Background: an optimization exercise with open tools, aiming at small area. Do not read the settings as production practice. At most, simulation tests tie the RTL to the original design; equivalence was not proved. Power figures rest on the tool's default switching activity, not on a simulated workload.

==> flow/design.v <==
`timescale 1ns/1ps
`default_nettype none
module cpuTop (
	input logic clock,
	input logic reset,
	input logic [15:0] memReadData,
	output logic [15:0] memAddr,
	output logic [15:0] memWriteData,
	output logic memWe,
	output logic fetchStrobe
);
	localparam int flagCarry = 0;
	localparam int flagLow = 1;
	localparam int flagFlag = 2;
	localparam int flagZero = 3;
	localparam int flagNeg = 4;
	logic [3:0] phase;
	logic ex1;  
	logic ex2;  
	logic [255:0] rf;  
	logic [15:0] ir;
	logic [15:0] pcq;  
	logic [15:0] tq;  
	logic [4:0] psr;
	logic carry;  
	logic incCarry;  
	logic fEq;  
	logic fLt;  
	wire first = phase == 4'd0;
	wire last = phase == 4'd15;
	wire [15:0] inst = (ex1 && first) ? memReadData : ir;
	wire [3:0] op = inst[15:12];
	wire [3:0] ext = inst[7:4];
	wire [3:0] rdIndex = inst[11:8];
	wire [3:0] rsIndex = inst[3:0];
	wire [3:0] cond = inst[11:8];
	wire opR = op == 4'h0;
	wire opS = op == 4'h4;
	wire isAnd = (opR && ext == 4'h1) || op == 4'h1;
	wire isOr = (opR && ext == 4'h2) || op == 4'h2;
	wire isXor = (opR && ext == 4'h3) || op == 4'h3;
	wire isMov = (opR && ext == 4'hD) || op == 4'hD;
	wire isAdd = (opR && ext == 4'h5) || op == 4'h5;
	wire isCmp = (opR && ext == 4'hB) || op == 4'hB;
	wire isSub = (opR && ext == 4'h9) || op == 4'h9 || isCmp;
	wire isLui = op == 4'hF;
	wire isLsh = (opR && ext == 4'h4) || op == 4'h8;
	wire isBcc = op == 4'hC;
	wire isLoad = opS && ext == 4'h0;
	wire isStor = opS && ext == 4'h4;
	wire isJal = opS && ext == 4'h8;
	wire isJcc = opS && ext == 4'hC;
	wire isLong = isLoad || isStor || isLsh;
	wire setsFlags = isAdd || isSub;
	wire aluWrites = isAnd || isOr || isXor || isMov || isAdd || (isSub && !isCmp) || isLui;
	logic [15:0] lsb;
	always_comb
		for (int r = 0; r < 16; r++)
			lsb[r] = rf[16 * r];
	wire rsBit = lsb[rsIndex];
	wire rdBit = lsb[rdIndex];
	wire immLow = inst[phase[2:0]];
	wire immSigned8 = op == 4'h5 || op == 4'h9 || op == 4'hB || op == 4'hC;
	wire immShift = op == 4'h8;
	logic immBit;
	always_comb begin
		if (phase[3])
			immBit = immSigned8 ? inst[7] : (immShift && inst[3]);
		else if (immShift && phase[2])
			immBit = inst[3];
		else
			immBit = immLow;
	end
	wire bBit = opR ? rsBit : immBit;
	wire aBit = isBcc ? pcq[0] : rdBit;
	wire bEff = bBit ^ isSub;
	wire cin = first ? isSub : carry;
	wire sum = aBit ^ bEff ^ cin;
	wire cout = (aBit & bEff) | (aBit & cin) | (bEff & cin);
	logic aluBit;
	always_comb begin
		if (isAnd)
			aluBit = aBit & bBit;
		else if (isOr)
			aluBit = aBit | bBit;
		else if (isXor)
			aluBit = aBit ^ bBit;
		else if (isMov)
			aluBit = bBit;
		else if (isLui)
			aluBit = phase[3] ? immLow : aBit;
		else
			aluBit = sum;
	end
	wire incSrc = ex2 ? rdBit : pcq[0];
	wire incIn = first | incCarry;
	wire incBit = incSrc ^ incIn;
	wire eqIn = first | fEq;
	wire ltIn = !first & fLt;
	wire differ = aBit ^ bBit;
	logic [4:0] newFlags;
	always_comb begin
		newFlags[flagCarry] = cout ^ isSub;
		newFlags[flagLow] = differ ? aBit : ltIn;
		newFlags[flagFlag] = (aBit == bEff) && (sum != aBit);
		newFlags[flagZero] = eqIn && !differ;
		newFlags[flagNeg] = differ ? bBit : ltIn;
	end
	logic condBase;
	always_comb begin
		case (cond[3:1])
			3'd0: condBase = psr[flagZero];
			3'd1: condBase = psr[flagCarry];
			3'd2: condBase = psr[flagLow];
			3'd3: condBase = psr[flagNeg];
			3'd4: condBase = psr[flagFlag];
			3'd5: condBase = !(psr[flagLow] || psr[flagZero]);
			3'd6: condBase = !(psr[flagNeg] || psr[flagZero]);
			default: condBase = 1'b1;
		endcase
	end
	wire condTrue = condBase ^ cond[0];
	wire [3:0] shAmount = ir[3:0];
	logic [15:0] tapByAmount;
	always_comb
		for (int k = 0; k < 16; k++)
			tapByAmount[k] = tq[(16 - k) % 16];
	wire shLow = phase >= shAmount;
	wire shBit = tapByAmount[shAmount] && (fEq ? shLow : (fLt && !shLow));
	logic rfWe;
	logic rfBit;
	always_comb begin
		rfWe = 1'b0;
		rfBit = aluBit;
		if (ex1) begin
			rfWe = aluWrites || isJal || isLong;
			if (isLong)
				rfBit = pcq[0];
			else if (isJal)
				rfBit = incBit;
		end
		else if (ex2) begin
			rfWe = 1'b1;
			if (isLoad)
				rfBit = first ? memReadData[0] : tq[0];
			else if (isStor)
				rfBit = tq[0];
			else
				rfBit = shBit;
		end
	end
	logic pcBit;
	always_comb begin
		pcBit = incBit;
		if (!ex1 && !ex2)
			pcBit = 1'b0;
		else if (ex1) begin
			if (isLsh)
				pcBit = bBit;
			else if (isLoad || isStor || isJal)
				pcBit = rsBit;
			else if (isJcc && condTrue)
				pcBit = rsBit;
			else if (isBcc && condTrue)
				pcBit = sum;
		end
	end
	wire tBit = ex1 ? rdBit : tq[0];
	wire loadData = ex2 && first && isLoad;
	always_ff @(posedge clock) begin
		for (int r = 0; r < 16; r++)
			rf[16 * r +: 16] <= {(rfWe && rdIndex == 4'(r)) ? rfBit : rf[16 * r],
				rf[16 * r + 1 +: 15]};
		pcq <= {pcBit, pcq[15:1]};
		tq <= {tBit, loadData ? memReadData[15:1] : tq[15:1]};
		ir <= inst;
		if (ex1 && last && isLsh)
			ir[3:0] <= pcq[4:1];  
		carry <= cout;
		incCarry <= incSrc & incIn;
		if (ex1) begin
			if (isLsh) begin
				fEq <= (phase < 4'd4) || (fEq && !bBit);
				fLt <= (phase < 4'd4) || (fLt && bBit);
			end
			else begin
				fEq <= eqIn && !differ;
				fLt <= differ ? aBit : ltIn;
			end
		end
	end
	always_ff @(posedge clock) begin
		if (!reset) begin
			phase <= 4'd0;
			ex1 <= 1'b0;
			ex2 <= 1'b0;
			psr <= '0;
		end
		else begin
			phase <= phase + 4'd1;
			if (last) begin
				ex1 <= !ex1 || !isLong;
				ex2 <= ex1 && isLong;
			end
			if (ex1 && last && setsFlags)
				psr <= newFlags;
		end
	end
	assign memAddr = {pcBit, pcq[15:1]};
	assign memWriteData = {tBit, tq[15:1]};
	assign memWe = ex1 && last && isStor;
	assign fetchStrobe = last && !(ex1 && isLong);  
endmodule
`default_nettype wire
Settings: LEC_CHECK=0, ABC_AREA=1, CAP_MARGIN=0, CORE_MARGIN=2, CORE_UTILIZATION=60, SLEW_MARGIN=0; clock period 10.0 ns.
standard.sh (not shown) runs the stock make flow with config.mk's settings and CLKGATE_MAP_FILE= SYNTH_SCRIPT=/design/flow/synth_recipe.tcl, a recipe that flattens the netlist after the stock synthesis.
==> flow/flow/run.sh <==
#!/bin/bash
# The standard layout (standard.sh) with three changes:
# - synthesis maps with an area-only ABC script (flow/abc_area.script, in a
#   copy of the ORFS scripts folder); the rest of synthesis is unchanged,
#   so the registers and their names are the standard synthesis's;
# - the port buffers are buf_1;
# - clock tree synthesis inserts no dummy loads and uses clkbuf_4 clusters.
# Each tool's output goes to the ORFS logs under orfs/logs; make's own
# output goes to standard.log.
set -euo pipefail
here=$(pwd)
rm -rf "$here/scripts"
cp -r "$FLOW_HOME/scripts" "$here/scripts"
cp "$here/flow/abc_area.script" "$here/scripts/abc_area.script"
export BUFFER_PORTS_ARGS="-buffer_cell sky130_fd_sc_hd__buf_1"
export CTS_ARGS="-sink_clustering_enable -repair_clock_nets -dont_use_dummy_load -buf_list sky130_fd_sc_hd__clkbuf_4 -sink_clustering_size 10 -sink_clustering_max_diameter 40"
bash standard.sh SCRIPTS_DIR="$here/scripts" finish > standard.log 2>&1
==> flow/flow/abc_area.script <==
strash
dch -f
amap
Edit:
--- a/flow/design.v
+++ b/flow/design.v
@@ -24,5 +24,4 @@
 	logic [4:0] psr;
 	logic carry;  
-	logic incCarry;  
 	logic fEq;  
 	logic fLt;  
@@ -73,9 +72,13 @@
 	end
 	wire bBit = opR ? rsBit : immBit;
-	wire aBit = isBcc ? pcq[0] : rdBit;
+	wire aBit = rdBit;
 	wire bEff = bBit ^ isSub;
-	wire cin = first ? isSub : carry;
-	wire sum = aBit ^ bEff ^ cin;
-	wire cout = (aBit & bEff) | (aBit & cin) | (bEff & cin);
+	logic condTrue;
+	wire taken = isBcc && condTrue;
+	wire addA = (ex2 && !isLong) ? pcq[0] : rdBit;
+	wire addB = ex2 ? (taken && immBit) : bEff;
+	wire cin = first ? (ex2 ? !taken : isSub) : carry;
+	wire sum = addA ^ addB ^ cin;
+	wire cout = (addA & addB) | (addA & cin) | (addB & cin);
 	logic aluBit;
 	always_comb begin
@@ -93,7 +96,4 @@
 			aluBit = sum;
 	end
-	wire incSrc = ex2 ? rdBit : pcq[0];
-	wire incIn = first | incCarry;
-	wire incBit = incSrc ^ incIn;
 	wire eqIn = first | fEq;
 	wire ltIn = !first & fLt;
@@ -120,5 +120,5 @@
 		endcase
 	end
-	wire condTrue = condBase ^ cond[0];
+	assign condTrue = condBase ^ cond[0];
 	wire [3:0] shAmount = ir[3:0];
 	logic [15:0] tapByAmount;
@@ -134,23 +134,23 @@
 		rfBit = aluBit;
 		if (ex1) begin
-			rfWe = aluWrites || isJal || isLong;
+			rfWe = aluWrites || isLong;
 			if (isLong)
 				rfBit = pcq[0];
-			else if (isJal)
-				rfBit = incBit;
 		end
 		else if (ex2) begin
-			rfWe = 1'b1;
+			rfWe = isLong || isJal;
 			if (isLoad)
 				rfBit = first ? memReadData[0] : tq[0];
 			else if (isStor)
 				rfBit = tq[0];
+			else if (isLsh)
+				rfBit = shBit;
 			else
-				rfBit = shBit;
+				rfBit = sum;  
 		end
 	end
 	logic pcBit;
 	always_comb begin
-		pcBit = incBit;
+		pcBit = sum;
 		if (!ex1 && !ex2)
 			pcBit = 1'b0;
@@ -158,11 +158,11 @@
 			if (isLsh)
 				pcBit = bBit;
-			else if (isLoad || isStor || isJal)
+			else if (isLoad || isStor)
 				pcBit = rsBit;
-			else if (isJcc && condTrue)
-				pcBit = rsBit;
-			else if (isBcc && condTrue)
-				pcBit = sum;
-		end
+			else
+				pcBit = pcq[0];
+		end
+		else if (isJal || (isJcc && condTrue))
+			pcBit = rsBit;
 	end
 	wire tBit = ex1 ? rdBit : tq[0];
@@ -178,5 +178,4 @@
 			ir[3:0] <= pcq[4:1];  
 		carry <= cout;
-		incCarry <= incSrc & incIn;
 		if (ex1) begin
 			if (isLsh) begin
@@ -200,6 +199,6 @@
 			phase <= phase + 4'd1;
 			if (last) begin
-				ex1 <= !ex1 || !isLong;
-				ex2 <= ex1 && isLong;
+				ex1 <= !ex1;
+				ex2 <= ex1;
 			end
 			if (ex1 && last && setsFlags)
@@ -210,5 +209,5 @@
 	assign memWriteData = {tBit, tq[15:1]};
 	assign memWe = ex1 && last && isStor;
-	assign fetchStrobe = last && !(ex1 && isLong);  
+	assign fetchStrobe = last && !ex1;  
 endmodule
 `default_nettype wire
Effect: The changed run passed the timing, design-rule and antenna checks. Register-to-register slack got worse by 1.0 ns. Hold slack loses 0.0091 ns. Wire length falls by about 1.2%. Area after synthesis is lower by about 0.4%. Cell count barely changes. Global-route usage fell by 0.25 points. Worst setup slack loses 0.16 ns. Total power is higher by about 1.7%.
The RTL of the second run of this note was laid out without a check of its function.

==> port drivers added, routing unchanged <==
The results above use ideal ports. As a check the final layouts listed here were re-extracted and re-timed, cells and wires unchanged. Step 1 (the two cells are an assumption about what drives the block):
set clk [get_ports {clock}]
set_driving_cell -lib_cell sky130_fd_sc_hd__clkbuf_16 $clk
set_driving_cell -lib_cell sky130_fd_sc_hd__buf_2 [delete_from_list [all_inputs] $clk]
Step 2, shift: input delay + t, output delay - t, t = (earliest + latest rising clock arrival at the registers) / 2. This alone moves slack from input paths to output paths. Three values: no drivers, after step 1, after step 2; two values: the first two.
run | t (ns) | slack for setup (ns) | worst setup path after step 2
the first run | 0.631 | 0.889 / 0.851 / 1.452 | input to output
the second run | 0.611 | 0.726 / 0.692 / 1.303 | register to output
After both steps every run listed still meets setup and hold.
